This design comes from an exercise in tuning for small area on the open sky130 flow, not from production work.
In this exercise RTL edits were held to simulation tests only and were not proved equivalent to the original.
Power and IR drop assume default switching activity.

==> module led_ring_buffer_shift_driver_unit, before the edit <==
module led_ring_buffer_shift_driver_unit (
   input  wire logic                       clock,
   input  wire logic                       reset,
   input  wire logic                       start,
   output logic                            busy,
   input  wire logic [3:0]                 req_op,
   input  wire logic [lrb_pkg::SecW-1:0]   req_section,
   input  wire logic [7:0]                 req_data_byte,
   input  wire logic [lrb_pkg::LedW-1:0]   req_led_number,
   input  wire logic                       req_direction,
   input  wire logic [5:0]                 req_steps,
   input  wire logic                       req_do_refresh,
   input  wire logic [lrb_pkg::RingW-1:0]  req_wheel_bits,
   output logic                            rsp_valid,
   output logic                            rsp_kind,
   output logic                            rsp_serial_bit,
   output logic                            rsp_latch_enable,
   output logic [7:0]                      rsp_read_data,
   output logic                            rsp_last
);
   localparam logic [1:0] ST_IDLE = 2'd0, ST_SHIFT = 2'd1, ST_ASEC = 2'd2, ST_ALED = 2'd3;
   logic [39:0] ring_ff;
   logic [7:0]  sec0_ff;
   logic [2:0]  q_ff;
   logic [5:0]  cnt_ff;
   logic [1:0]  st_ff;
   logic        enable_ff;
   logic        idle, shift, apply, last_bit, phase2;
   logic        op_wr, op_or, op_and, op_load, op_set, op_rot, op_rsec, op_rled, op_clr, op_ref;
   logic        led_op, led_ok, sec_ok, tgt_ring, tgt_sec0, ring_access, top_write, sec0_write;
   logic [2:0]  led_sec, tgt, m, q_next;
   logic [7:0]  keep_b, set_b, mask;
   logic [5:0]  s_mod, amt;
   logic [39:0] r0, r1, r2, r3, r4, r5, r6;
   logic        tap_bit;
   logic        zl, ld;
   always_comb begin
      idle     = (st_ff == ST_IDLE);
      shift    = (st_ff == ST_SHIFT);
      apply    = idle & start;
      last_bit = (cnt_ff == 6'd47);
      phase2   = cnt_ff[5] & cnt_ff[3];    
      op_wr   = (req_op == 4'd0);
      op_or   = (req_op == 4'd1);
      op_and  = (req_op == 4'd2);
      op_load = (req_op == 4'd3);
      op_set  = (req_op == 4'd4);
      op_rot  = (req_op == 4'd5);
      op_rsec = (req_op == 4'd6);
      op_rled = (req_op == 4'd7);
      op_clr  = (req_op == 4'd8);
      op_ref  = (req_op == 4'd9);
      case (req_led_number[5:3])
         3'd0:    led_sec = 3'd3;
         3'd1:    led_sec = 3'd2;
         3'd2:    led_sec = 3'd1;
         3'd3:    led_sec = 3'd5;
         3'd4:    led_sec = 3'd4;
         default: led_sec = 3'd0;
      endcase
      led_ok = (req_led_number < 6'd40);
      sec_ok = (req_section < 3'd6);
      mask   = 8'h80 >> req_led_number[2:0];
      led_op   = op_set | op_rled;
      tgt      = led_op ? led_sec : req_section;
      tgt_ring = led_op ? led_ok : (sec_ok && req_section != 3'd0);
      tgt_sec0 = !led_op && (req_section == 3'd0);
      ring_access = apply & tgt_ring & (op_wr | op_or | op_and | op_set | op_rsec | op_rled);
      top_write   = apply & ~reset & tgt_ring & (op_wr | op_or | op_and | op_set);
      sec0_write  = apply & tgt_sec0 & (op_wr | op_or | op_and);
      keep_b = op_or ? 8'hFF : op_and ? req_data_byte : op_set ? ~mask : 8'h00;
      set_b  = (op_wr | op_or) ? req_data_byte :
               (op_set & (req_data_byte != 8'h00)) ? mask : 8'h00;
      m = 3'((4'd5 - {1'b0, tgt} + {1'b0, q_ff}) % 4'd5);
      q_next = (tgt == 3'd5) ? 3'd0 : tgt;
      s_mod = (req_steps >= 6'd40) ? req_steps - 6'd40 : req_steps;
      if (apply && op_rot)
         amt = req_direction ? s_mod : ((s_mod == 6'd0) ? 6'd0 : 6'd40 - s_mod);
      else if (ring_access)
         amt = {m, 3'd0};
      else if (shift && !phase2)
         amt = 6'd1;
      else
         amt = 6'd0;
      zl = reset | (apply & (op_clr | op_load));
      ld = apply & op_load & ~reset;
      r0 = ring_ff;
      for (int i = 0; i < 40; i++)
         r1[i] = (amt[0] & ~zl & r0[(i + 40 - 1) % 40]) | (~amt[0] & ~zl & r0[i]) |
                 (ld & req_wheel_bits[i]);
      for (int i = 0; i < 40; i++) r2[i] = amt[1] ? r1[(i + 40 - 2)  % 40] : r1[i];
      for (int i = 0; i < 40; i++) r3[i] = amt[2] ? r2[(i + 40 - 4)  % 40] : r2[i];
      for (int i = 0; i < 40; i++) r4[i] = amt[3] ? r3[(i + 40 - 8)  % 40] : r3[i];
      for (int i = 0; i < 40; i++) r5[i] = amt[4] ? r4[(i + 40 - 16) % 40] : r4[i];
      for (int i = 0; i < 40; i++) r6[i] = amt[5] ? r5[(i + 40 - 32) % 40] : r5[i];
      case (q_ff)
         3'd0:    tap_bit = ring_ff[39];
         3'd1:    tap_bit = ring_ff[31];
         3'd2:    tap_bit = ring_ff[23];
         3'd3:    tap_bit = ring_ff[15];
         default: tap_bit = ring_ff[7];
      endcase
   end
   always_ff @(posedge clock) begin
      if (top_write)
         ring_ff <= {(r6[39:32] & keep_b) | set_b, r6[31:0]};
      else
         ring_ff <= r6;
      if (reset || (apply && op_clr))
         sec0_ff <= '0;
      else if (sec0_write)
         sec0_ff <= (sec0_ff & keep_b) | set_b;
      else if (shift)
         sec0_ff <= {sec0_ff[6:0], sec0_ff[7]};
      if (reset || (apply && op_load))
         q_ff <= 3'd0;
      else if (ring_access)
         q_ff <= q_next;
   end
   always_ff @(posedge clock) begin
      if (apply) begin
         if (op_rsec)
            cnt_ff <= {1'b0, tgt_sec0, !tgt_ring && !tgt_sec0, 3'd0};
         else if (op_rled)
            cnt_ff <= {2'b00, !led_ok, req_led_number[2:0]};
         else
            cnt_ff <= 6'd0;
      end else begin
         cnt_ff <= cnt_ff + 6'd1;
      end
   end
   always_ff @(posedge clock) begin
      if (reset) begin
         st_ff     <= ST_IDLE;
         enable_ff <= 1'b0;
      end else begin
         if (shift & last_bit) enable_ff <= 1'b1;
         if (apply) begin
            if (op_rsec)
               st_ff <= ST_ASEC;
            else if (op_rled)
               st_ff <= ST_ALED;
            else if (op_load | op_clr | op_ref |
                     ((op_wr | op_or | op_and | op_set | op_rot) & req_do_refresh))
               st_ff <= ST_SHIFT;
         end else if (!shift | last_bit) begin
            st_ff <= ST_IDLE;
         end
      end
   end
   logic [7:0] top;
   always_comb begin
      top              = ring_ff[39:32];
      busy             = !idle;
      rsp_valid        = !idle;
      rsp_kind         = st_ff[1];
      rsp_serial_bit   = shift & (phase2 ? sec0_ff[7] : tap_bit);
      rsp_latch_enable = shift ? last_bit : enable_ff;
      rsp_last         = st_ff[1] | (shift & last_bit);
      if (st_ff == ST_ASEC)
         rsp_read_data = cnt_ff[3] ? 8'h00 : cnt_ff[4] ? sec0_ff : top;
      else if (st_ff == ST_ALED)
         rsp_read_data = {7'd0, !cnt_ff[3] & top[3'd7 - cnt_ff[2:0]]};
      else
         rsp_read_data = 8'h00;
   end
endmodule
==> flow/config.mk <==
export PLATFORM = sky130hd
export DESIGN_NAME = led_ring_buffer_shift_driver_unit
export DESIGN_NICKNAME = led_ring_buffer_shift_driver_unit
export VERILOG_FILES = /design/flow/design.v
export SDC_FILE = /design/flow/constraint.sdc
export NUM_CORES = 4
export LEC_CHECK = 0
export ABC_AREA = 1
export CAP_MARGIN = 20
export CORE_MARGIN = 2
export CORE_UTILIZATION = 45
export SLEW_MARGIN = 20
==> flow/constraint.sdc <==
create_clock -name core_clock -period 5.5 [get_ports {clock}]
set_input_delay 1.1000 -clock core_clock [delete_from_list [all_inputs] [get_ports {clock}]]
set_output_delay 1.1000 -clock core_clock [all_outputs]
set_load 0.01 [all_outputs]
standard.sh (not shown) runs the stock make flow with config.mk's settings and CLKGATE_MAP_FILE= SYNTH_SCRIPT=/design/flow/synth_recipe.tcl, a recipe that flattens the netlist after the stock synthesis.
==> flow/flow/run.sh <==
#!/bin/bash
# Own flow: the standard synthesis, then the combinational logic between
# the registers is mapped again by ABC for area (amap), keeping every register
# cell and its name, then the standard layout from floorplan to finish.
set -euo pipefail
W=$(pwd)
R=$W/orfs/results/$FLOW_PLATFORM/led_ring_buffer_shift_driver_unit/base
L=$W/orfs/logs/$FLOW_PLATFORM/led_ring_buffer_shift_driver_unit/base
O=$W/orfs/objects/$FLOW_PLATFORM/led_ring_buffer_shift_driver_unit/base

bash standard.sh synth > $W/synth_standard.log 2>&1

LIB=$(ls $FLOW_HOME/platforms/$FLOW_PLATFORM/lib/sky130_fd_sc_hd__tt_025C_1v80.lib)
DU=$(grep -m1 -o -- '-dont_use .* -constr' $L/1_2_yosys.log | sed 's/ -constr$//')
cp $R/1_2_yosys.v $W/standard_1_2_yosys.v

yosys -p "
read_liberty -ignore_miss_func $LIB
read_verilog -overwrite $W/standard_1_2_yosys.v
hierarchy -top $FLOW_TOP
setattr -mod -set keep_hierarchy 1 sky130_fd_sc_hd__df* sky130_fd_sc_hd__edf* sky130_fd_sc_hd__sdf* sky130_fd_sc_hd__dl*
setattr -mod -set keep_hierarchy 1 sky130_fd_sc_hd__conb_1
flatten -noscopeinfo
rename -hide w:*.*
opt_clean
select $FLOW_TOP
abc -script $W/flow/area.abc -liberty $LIB $DU -constr $O/abc.constr -D 5500
read_liberty -lib -ignore_redef $LIB
setundef -zero
splitnets
opt_clean
hilomap -singleton -hicell sky130_fd_sc_hd__conb_1 HI -locell sky130_fd_sc_hd__conb_1 LO
opt_clean
tee -o $W/remap_stat.txt stat -liberty $LIB
check -assert -mapped
write_verilog -noattr -nohex -nodec -selected $W/remap_1_2_yosys.v
" > $W/remap_yosys.log 2>&1

cp $W/remap_1_2_yosys.v $R/1_2_yosys.v
# Port buffers: the smallest buffer instead of the default pick. Clock tree:
# small clock buffers and no dummy loads.
# No setup repair at floorplan, before the high-fanout nets are buffered:
# that only upsizes their drivers. Timing is repaired after placement.
export REMOVE_ABC_BUFFERS=1
export BUFFER_PORTS_ARGS="-buffer_cell sky130_fd_sc_hd__buf_1"
export CTS_ARGS="-sink_clustering_enable -repair_clock_nets -dont_use_dummy_load -buf_list {sky130_fd_sc_hd__clkbuf_1 sky130_fd_sc_hd__clkbuf_2 sky130_fd_sc_hd__clkbuf_4}"
bash standard.sh finish > $W/layout_standard.log 2>&1
==> flow/flow/area.abc <==
strash
ifraig
dch
amap
strash
dch
amap
Edit:
--- a/flow/design.v
+++ b/flow/design.v
@@ -52,7 +52,7 @@
    logic        led_op, led_ok, sec_ok, tgt_ring, tgt_sec0, ring_access, top_write, sec0_write;
    logic [2:0]  led_sec, tgt, m, q_next;
    logic [7:0]  keep_b, set_b, mask;
-   logic [5:0]  s_mod, amt;
+   logic [5:0]  amt;
    logic [39:0] r0, r1, r2, r3, r4, r5, r6;
    logic        tap_bit;
    logic        zl, ld;
@@ -95,9 +95,8 @@
                (op_set & (req_data_byte != 8'h00)) ? mask : 8'h00;
       m = 3'((4'd5 - {1'b0, tgt} + {1'b0, q_ff}) % 4'd5);
       q_next = (tgt == 3'd5) ? 3'd0 : tgt;
-      s_mod = (req_steps >= 6'd40) ? req_steps - 6'd40 : req_steps;
       if (apply && op_rot)
-         amt = req_direction ? s_mod : ((s_mod == 6'd0) ? 6'd0 : 6'd40 - s_mod);
+         amt = req_direction ? req_steps : (req_steps <= 6'd40) ? 6'd40 - req_steps : 6'd16 - req_steps;
       else if (ring_access)
          amt = {m, 3'd0};
       else if (shift && !phase2)
Clock-buffer cell count does not change; worst setup slack loses 0.085 ns; sequential power goes down by about 3%; area after synthesis falls by 7.0%; non-clock buffer count is lower by 3; wire length goes down by 8.6%; combinational power falls by 27%; synthesized cell count drops by 14%; power decreases by 14%; via count shrinks by 6.9%.

[static timing again, ports no longer ideal]
Ports are ideal in the flow. The routed layouts listed here were re-timed in OpenROAD. Step 1: set_driving_cell puts a clkbuf_16 on clock and a buf_2 on each other input, an assumption about the parent block. Step 2 times the ports against the registers' clock, not the clock port: input delays grow and output delays shrink by t, the midpoint of the rising clock arrivals with the driver on. Slacks: ideal ports / drivers / drivers and shift; pairs: ideal ports / drivers.
run | shift t [ns] | slack for setup (ns) | worst setup path after step 2 | slew at the worst register clock pin (ns) | pins driven straight from the clock port
the first run | 0.457 | 0.612 / 0.624 / 0.167 | input to register | 0.11 / 0.11 | 1
the second run | 0.438 | 0.526 / 0.527 / 0.089 | input to register | 0.11 / 0.11 | 1
After both steps every run listed still meets setup and hold. For the first run, which loses most, drivers alone change the setup slack by +0.012 ns; drivers and shift together by -0.445 ns.
